Context: an optimization exercise on an open-source flow, tuned for small area, a short achievable clock period and few clock cycles per item. The choices shown serve that exercise and are no tape-out recipe.
At most, simulation tests tie the RTL to the original design; equivalence was not proved.
Power is estimated from default activity; no workload was simulated.

## wip/umber
==> flow/design.v <==
package sfid_pkg;
	localparam int VALUE_W = 11;
	localparam int TDATA_W = 16;
	localparam int WORD_W   = 64;
	localparam int BIT_W    = 6;
	localparam logic OP_TAKE = 1'b0;
	localparam logic OP_GIVE = 1'b1;
	localparam logic ST_IDLE   = 1'b0;
	localparam logic ST_MODIFY = 1'b1;
endpackage
import sfid_pkg::*;
module smallest_free_id_allocator #(
	parameter int VALUE_MAX = 1024
) (
	input  logic               clk,
	input  logic               arst_n,
	input  logic               s_tvalid,
	output logic               s_tready,
	input  logic [TDATA_W-1:0] s_tdata,    
	input  logic               s_tuser,    
	output logic               m_tvalid,
	input  logic               m_tready,
	output logic [TDATA_W-1:0] m_tdata,    
	output logic               m_tuser     
);
	localparam int NWORDS  = (VALUE_MAX + WORD_W) / WORD_W;
	localparam int WIDX_W  = (NWORDS > 1) ? $clog2(NWORDS) : 1;
	localparam int FRESH_W = $clog2(VALUE_MAX + 2);
	function automatic logic [NWORDS-1:0] lowest_w(input logic [NWORDS-1:0] v);
		logic              seen;
		logic [NWORDS-1:0] r;
		seen = 1'b0;
		for (int i = 0; i < NWORDS; i++) begin
			r[i] = v[i] && !seen;
			seen = seen | v[i];
		end
		lowest_w = r;
	endfunction
	logic               s_tready_q;
	logic               in_v_q;
	logic               in_op_q;
	logic [BIT_W-1:0]   in_bit_q;            
	logic [NWORDS-1:0]  in_dec_q;            
	logic [WIDX_W-1:0]  in_val_w_q;          
	logic               in_ok_q;             
	logic               in_low_q;            
	logic               in_same_q;           
	logic [NWORDS-1:0]  wen_q;               
	logic               wbh_q;               
	logic [NWORDS-1:0]  rsel_q;              
	logic               hd_v_q, sk_v_q;
	logic [VALUE_W-1:0] hd_val_q, sk_val_q;
	logic               hd_exh_q, sk_exh_q;
	logic [FRESH_W-1:0] fresh_q;
	logic [NWORDS-1:0]  flag_q;              
	logic [NWORDS-1:0]  low_q;               
	logic               any_q;               
	logic [WORD_W-1:0]  hot_q;               
	logic               two_q;               
	logic [NWORDS-1:0]  f2_q;                
	logic               pend_v_q;
	logic [WIDX_W-1:0]  pend_w_q;
	logic [7:0]         pend_g_q;
	logic [NWORDS*WORD_W-1:0] mem_q;         
	logic               take, give, tk_hit, gv_hit, drain, accept;
	logic               fresh_ok, fresh_inc;
	logic [FRESH_W-1:0] fresh_d;
	logic [NWORDS-1:0]  low2, low3;
	logic [WORD_W-1:0]  gv_bit;
	logic [WORD_W-1:0]  rd_word;
	logic [WORD_W-1:0]  below;
	logic [WORD_W-1:0]  hot_rest;
	logic [WORD_W-1:0]  hot_low;
	logic               hot_three;           
	logic [NWORDS-1:0]  f2_d, f2;
	logic [NWORDS-1:0]  pend_dec;
	logic [7:0]         gv_g;
	logic [BIT_W-1:0]   hot_idx;
	logic [WIDX_W-1:0]  low_idx;
	logic [WORD_W-1:0]  wr_data;
	logic [NWORDS-1:0]  flag_d, low_d, low2_d;
	logic               any_d, two_d;
	logic               in_v_d, in_op_d, sk_v_d;
	logic [VALUE_W-1:0] s_val;
	logic [NWORDS-1:0]  s_dec, s_below;
	logic               s_ok, s_low, s_same, s_give;
	logic [VALUE_W-1:0] res_val;
	logic               res_exh;
	logic               push, pop;
	assign take     = in_v_q && (in_op_q == OP_TAKE) && !sk_v_q;
	assign give     = in_v_q && (in_op_q == OP_GIVE);
	assign tk_hit   = take && any_q;
	assign gv_hit   = give && in_ok_q;
	assign drain    = tk_hit && !two_q;
	assign s_tready = s_tready_q;
	assign accept   = s_tvalid && s_tready_q;
	assign in_v_d  = accept || (in_v_q && !take && !give);
	assign in_op_d = accept ? s_tuser : in_op_q;
	assign fresh_ok  = (32'(fresh_q) <= VALUE_MAX);
	assign fresh_inc = take && !any_q && fresh_ok;
	assign fresh_d   = fresh_inc ? fresh_q + FRESH_W'(1) : fresh_q;
	assign s_val  = s_tdata[VALUE_W-1:0];
	assign s_give = accept && (s_tuser == OP_GIVE);
	assign s_ok   = (s_val != '0) && (fresh_inc ? (32'(s_val) <= 32'(fresh_q))
	                                            : (32'(s_val) < 32'(fresh_q)));
	always_comb begin
		for (int i = 0; i < NWORDS; i++) begin
			s_dec[i]   = (32'(s_val >> BIT_W) == i);
			s_below[i] = (32'(s_val >> BIT_W) > i);
		end
	end
	assign s_low  = !(|(flag_d & s_below));
	assign s_same = |(low_d & s_dec);
	always_ff @(posedge clk or negedge arst_n) begin
		if (!arst_n) begin
			s_tready_q <= 1'b0;
			in_v_q     <= 1'b0;
		end else begin
			s_tready_q <= !in_v_d || in_op_d || !sk_v_d;
			in_v_q     <= in_v_d;
		end
	end
	always_ff @(posedge clk) begin
		if (accept) begin
			in_op_q  <= s_tuser;
			in_bit_q <= s_val[BIT_W-1:0];
			in_dec_q <= s_dec;
			in_val_w_q <= WIDX_W'(s_val >> BIT_W);
			in_ok_q  <= s_ok;
		end
		in_low_q  <= s_low;
		in_same_q <= s_same;
		wen_q     <= (s_give && s_ok) ? (s_low ? (s_same ? '0 : low_d) : s_dec) : '0;
		wbh_q     <= s_low;
		rsel_q    <= (in_op_d == OP_GIVE) ? (s_dec & flag_d) : low2_d;
	end
	logic [WORD_W-1:0] pre;
	always_comb begin
		pre = hot_q;
		for (int k = 1; k < WORD_W; k = k * 2) begin
			for (int i = 0; i < WORD_W; i++) begin
				if ((i / k) % 2 == 1) begin
					pre[i] = pre[i] | pre[(i / k) * k - 1];
				end
			end
		end
		below = {pre[WORD_W-2:0], 1'b0};
	end
	assign hot_rest = hot_q & below;
	assign hot_low  = hot_q & ~below;
	logic [WORD_W-1:0] ha, ht, hh;
	always_comb begin
		ha = hot_q;
		ht = '0;
		hh = '0;
		for (int n = WORD_W / 2; n >= 1; n = n / 2) begin
			for (int i = 0; i < n; i++) begin
				hh[i] = hh[2*i] | hh[2*i+1] | (ht[2*i] & ha[2*i+1]) | (ha[2*i] & ht[2*i+1]);
				ht[i] = ht[2*i] | ht[2*i+1] | (ha[2*i] & ha[2*i+1]);
				ha[i] = ha[2*i] | ha[2*i+1];
			end
		end
		hot_three = hh[0];
	end
	logic [WORD_W-1:0]       ia;
	logic [WORD_W*BIT_W-1:0] ix;
	always_comb begin
		ia = hot_q;
		ix = '0;
		for (int l = 0; l < BIT_W; l++) begin
			for (int i = 0; i < (WORD_W >> (l + 1)); i++) begin
				ix[i*BIT_W +: BIT_W] = ia[2*i] ? ix[2*i*BIT_W +: BIT_W]
				                               : (ix[(2*i+1)*BIT_W +: BIT_W] | BIT_W'(1 << l));
				ia[i] = ia[2*i] | ia[2*i+1];
			end
		end
		hot_idx = ix[BIT_W-1:0];
	end
	always_comb begin
		low_idx = '0;
		for (int i = 0; i < NWORDS; i++) begin
			if (low_q[i]) begin
				low_idx = low_idx | WIDX_W'(i);
			end
		end
		for (int i = 0; i < WORD_W; i++) begin
			gv_bit[i] = (in_bit_q == BIT_W'(i));
		end
	end
	assign low2 = lowest_w(flag_q & ~low_q);
	assign low3 = lowest_w(flag_q & ~low_q & ~low2);
	always_comb begin
		for (int g = 0; g < 8; g++) begin
			gv_g[g] = |(rd_word[g*8 +: 8] & ~gv_bit[g*8 +: 8]);
		end
		for (int i = 0; i < NWORDS; i++) begin
			pend_dec[i] = pend_v_q && (32'(pend_w_q) == i);
		end
	end
	assign f2 = (f2_q & ~pend_dec) | ((|pend_g_q) ? pend_dec : '0);
	always_comb begin
		rd_word = '0;
		for (int i = 0; i < NWORDS; i++) begin
			rd_word = rd_word | (rsel_q[i] ? mem_q[i*WORD_W +: WORD_W] : '0);
		end
	end
	assign wr_data = wbh_q ? hot_q : (rd_word | gv_bit);
	generate
		for (genvar w = 0; w < NWORDS; w++) begin : g_word
			for (genvar b = 0; b < WORD_W; b++) begin : g_bit
				if (w * WORD_W + b >= 1 && w * WORD_W + b <= VALUE_MAX) begin : g_used
					always_ff @(posedge clk) begin
						if (wen_q[w]) begin
							mem_q[w*WORD_W+b] <= wr_data[b];
						end
					end
				end else begin : g_unused
					assign mem_q[w*WORD_W+b] = 1'b0;
				end
			end
		end
	endgenerate
	always_comb begin
		flag_d = flag_q;
		low_d  = low_q;
		any_d  = any_q;
		low2_d = low2;
		two_d  = two_q;
		f2_d   = f2;
		if (tk_hit) begin
			if (two_q) begin
				two_d  = hot_three;
			end else begin
				flag_d = flag_q & ~low_q;
				low_d  = low2;
				any_d  = |low2;
				low2_d = low3;
				two_d  = |(f2 & low2);
			end
		end
		if (gv_hit) begin
			flag_d = flag_q | in_dec_q;
			any_d  = 1'b1;
			if (in_low_q) begin
				f2_d   = (f2 & ~low_q) | (two_q ? low_q : '0);
				low_d  = in_dec_q;
				low2_d = lowest_w((flag_q | in_dec_q) & ~in_dec_q);
				two_d  = in_same_q && |(hot_q & ~gv_bit);
			end else begin
				low2_d = lowest_w((flag_q | in_dec_q) & ~low_q);
			end
		end
	end
	always_ff @(posedge clk or negedge arst_n) begin
		if (!arst_n) begin
			fresh_q <= FRESH_W'(1);
			flag_q  <= '0;
			low_q   <= '0;
			any_q   <= 1'b0;
			two_q   <= 1'b0;
			f2_q    <= '0;
		end else begin
			fresh_q <= fresh_d;
			flag_q  <= flag_d;
			low_q   <= low_d;
			any_q   <= any_d;
			two_q   <= two_d;
			f2_q    <= f2_d;
		end
	end
	always_ff @(posedge clk or negedge arst_n) begin
		if (!arst_n) begin
			pend_v_q <= 1'b0;
		end else begin
			pend_v_q <= gv_hit && !in_low_q;
		end
	end
	always_ff @(posedge clk) begin
		pend_w_q <= WIDX_W'(in_val_w_q);
		pend_g_q <= gv_g;
	end
	always_ff @(posedge clk) begin
		if (tk_hit) begin
			hot_q <= two_q ? hot_rest : rd_word;
		end else if (gv_hit && in_low_q && !in_same_q) begin
			hot_q <= gv_bit;
		end else begin
			hot_q <= hot_q | ((gv_hit && in_same_q) ? gv_bit : '0);
		end
	end
	assign res_val = any_q ? VALUE_W'((32'(low_idx) << BIT_W) | 32'(hot_idx))
	                       : (fresh_ok ? VALUE_W'(fresh_q) : '0);
	assign res_exh = !any_q && !fresh_ok;
	assign push    = take;
	assign pop     = hd_v_q && m_tready;
	assign sk_v_d  = (!hd_v_q || pop) ? 1'b0 : (sk_v_q || push);
	always_ff @(posedge clk or negedge arst_n) begin
		if (!arst_n) begin
			hd_v_q <= 1'b0;
			sk_v_q <= 1'b0;
		end else begin
			if (!hd_v_q || pop) begin
				hd_v_q <= push || sk_v_q;
			end
			sk_v_q <= sk_v_d;
		end
	end
	always_ff @(posedge clk) begin
		if (!hd_v_q || pop) begin
			if (sk_v_q) begin
				hd_val_q <= sk_val_q;
				hd_exh_q <= sk_exh_q;
			end else begin
				hd_val_q <= res_val;
				hd_exh_q <= res_exh;
			end
		end
		if (push) begin
			sk_val_q <= res_val;
			sk_exh_q <= res_exh;
		end
	end
	assign m_tvalid = hd_v_q;
	assign m_tdata  = TDATA_W'(hd_val_q);
	assign m_tuser  = hd_exh_q;
endmodule
Settings: LEC_CHECK=0, CAP_MARGIN=20, CORE_MARGIN=2, CORE_UTILIZATION=60, CTS_CLUSTER_DIAMETER=90, CTS_CLUSTER_SIZE=24, PLACE_DENSITY=0.66, SETUP_SLACK_MARGIN=3.0, SLEW_MARGIN=20; clock period 6.0 ns.
run.sh (not shown) runs the stock make flow with config.mk's settings and CLKGATE_MAP_FILE= SYNTH_SCRIPT=/design/flow/synth_recipe.tcl, a recipe that flattens the netlist after the stock synthesis.
Testbench counts of wip/umber, summed over its fixed seeds: cycles 19,280, items 19,264.
For wip/quartz, these inputs were changed with respect to wip/umber:
diff --git a/flow/design.v b/flow/design.v
--- a/flow/design.v
+++ b/flow/design.v
@@ -127,13 +127,13 @@
 			in_dec_q <= s_dec;
 			in_val_w_q <= WIDX_W'(s_val >> BIT_W);
 			in_ok_q  <= s_ok;
 		end
 		in_low_q  <= s_low;
 		in_same_q <= s_same;
-		wen_q     <= (s_give && s_ok) ? (s_low ? (s_same ? '0 : low_d) : s_dec) : '0;
+		wen_q     <= s_give ? (s_low ? (s_same ? '0 : low_d) : s_dec) : '0;
 		wbh_q     <= s_low;
 		rsel_q    <= (in_op_d == OP_GIVE) ? (s_dec & flag_d) : low2_d;
 	end
 	logic [WORD_W-1:0] pre;
 	always_comb begin
 		pre = hot_q;
@@ -207,13 +207,13 @@
 	assign wr_data = wbh_q ? hot_q : (rd_word | gv_bit);
 	generate
 		for (genvar w = 0; w < NWORDS; w++) begin : g_word
 			for (genvar b = 0; b < WORD_W; b++) begin : g_bit
 				if (w * WORD_W + b >= 1 && w * WORD_W + b <= VALUE_MAX) begin : g_used
 					always_ff @(posedge clk) begin
-						if (wen_q[w]) begin
+						if (wen_q[w] && in_ok_q) begin
 							mem_q[w*WORD_W+b] <= wr_data[b];
 						end
 					end
 				end else begin : g_unused
 					assign mem_q[w*WORD_W+b] = 1'b0;
 				end
### Flow results
- wip/umber → wip/quartz: power after layout fell by 7.2%, first-pass GRT wire length now larger.
- Post-synthesis share of cell area spent on and, or, nand and nor gates: wip/quartz > wip/umber
- wip/umber has a lower count of inserted antenna diode cells than wip/quartz.
- Final worst-path setup slack, wip/quartz and wip/umber, lower one = wip/quartz.
- Maximum frequency in wip/quartz is 1.9 MHz lower than in wip/umber
- Of wip/quartz and wip/umber, it is wip/quartz that has the lower worst reg-to-reg setup slack.
- Re post-layout minimum cycle time: wip/quartz is 0.018 ns up on wip/umber.
- Row power per cell area: wip/quartz lower / wip/umber higher
- The sequential share of layout area of wip/quartz falls short of that of wip/umber by 1.0 points.
- In the metrics for wip/quartz and wip/umber, the one carrying the higher final routed wirelength across all metal layers is wip/quartz.
- Cell area | wip/quartz vs wip/umber | wip/quartz larger
- Between wip/quartz and wip/umber, cell count after placement is lower for wip/umber, wip/quartz comes in above that.
The RTL of wip/quartz was laid out without a check of its function.

==> re-timing with driven ports <==
Ports are ideal in the flow. The routed layouts listed here were re-timed in OpenROAD.
Step 1 (the two cells are an assumption about what drives the block):
set clk [get_ports {clk}]
set_driving_cell -lib_cell sky130_fd_sc_hd__clkbuf_16 $clk
set_driving_cell -lib_cell sky130_fd_sc_hd__buf_2 [delete_from_list [all_inputs] $clk]
Step 2 moves the port delays by t, midway between the first and last clock arrival at a register: inputs arrive t later, outputs are due t later. That takes back most of the time a late clock gives input paths.
Three values: no drivers, after step 1, after step 2; two values: the first two.
run | shift t [ns] | setup slack, ns | worst slew at a driven data input, ns
wip/umber | 0.768 | 2.864 / 2.864 / 2.265 | 0.05
wip/quartz | 0.748 | 2.846 / 2.846 / 2.364 | 0.05
After both steps every run listed still meets setup and hold. For wip/umber, which loses most, drivers alone change the setup slack by 0.000 ns; drivers and shift together by -0.599 ns.
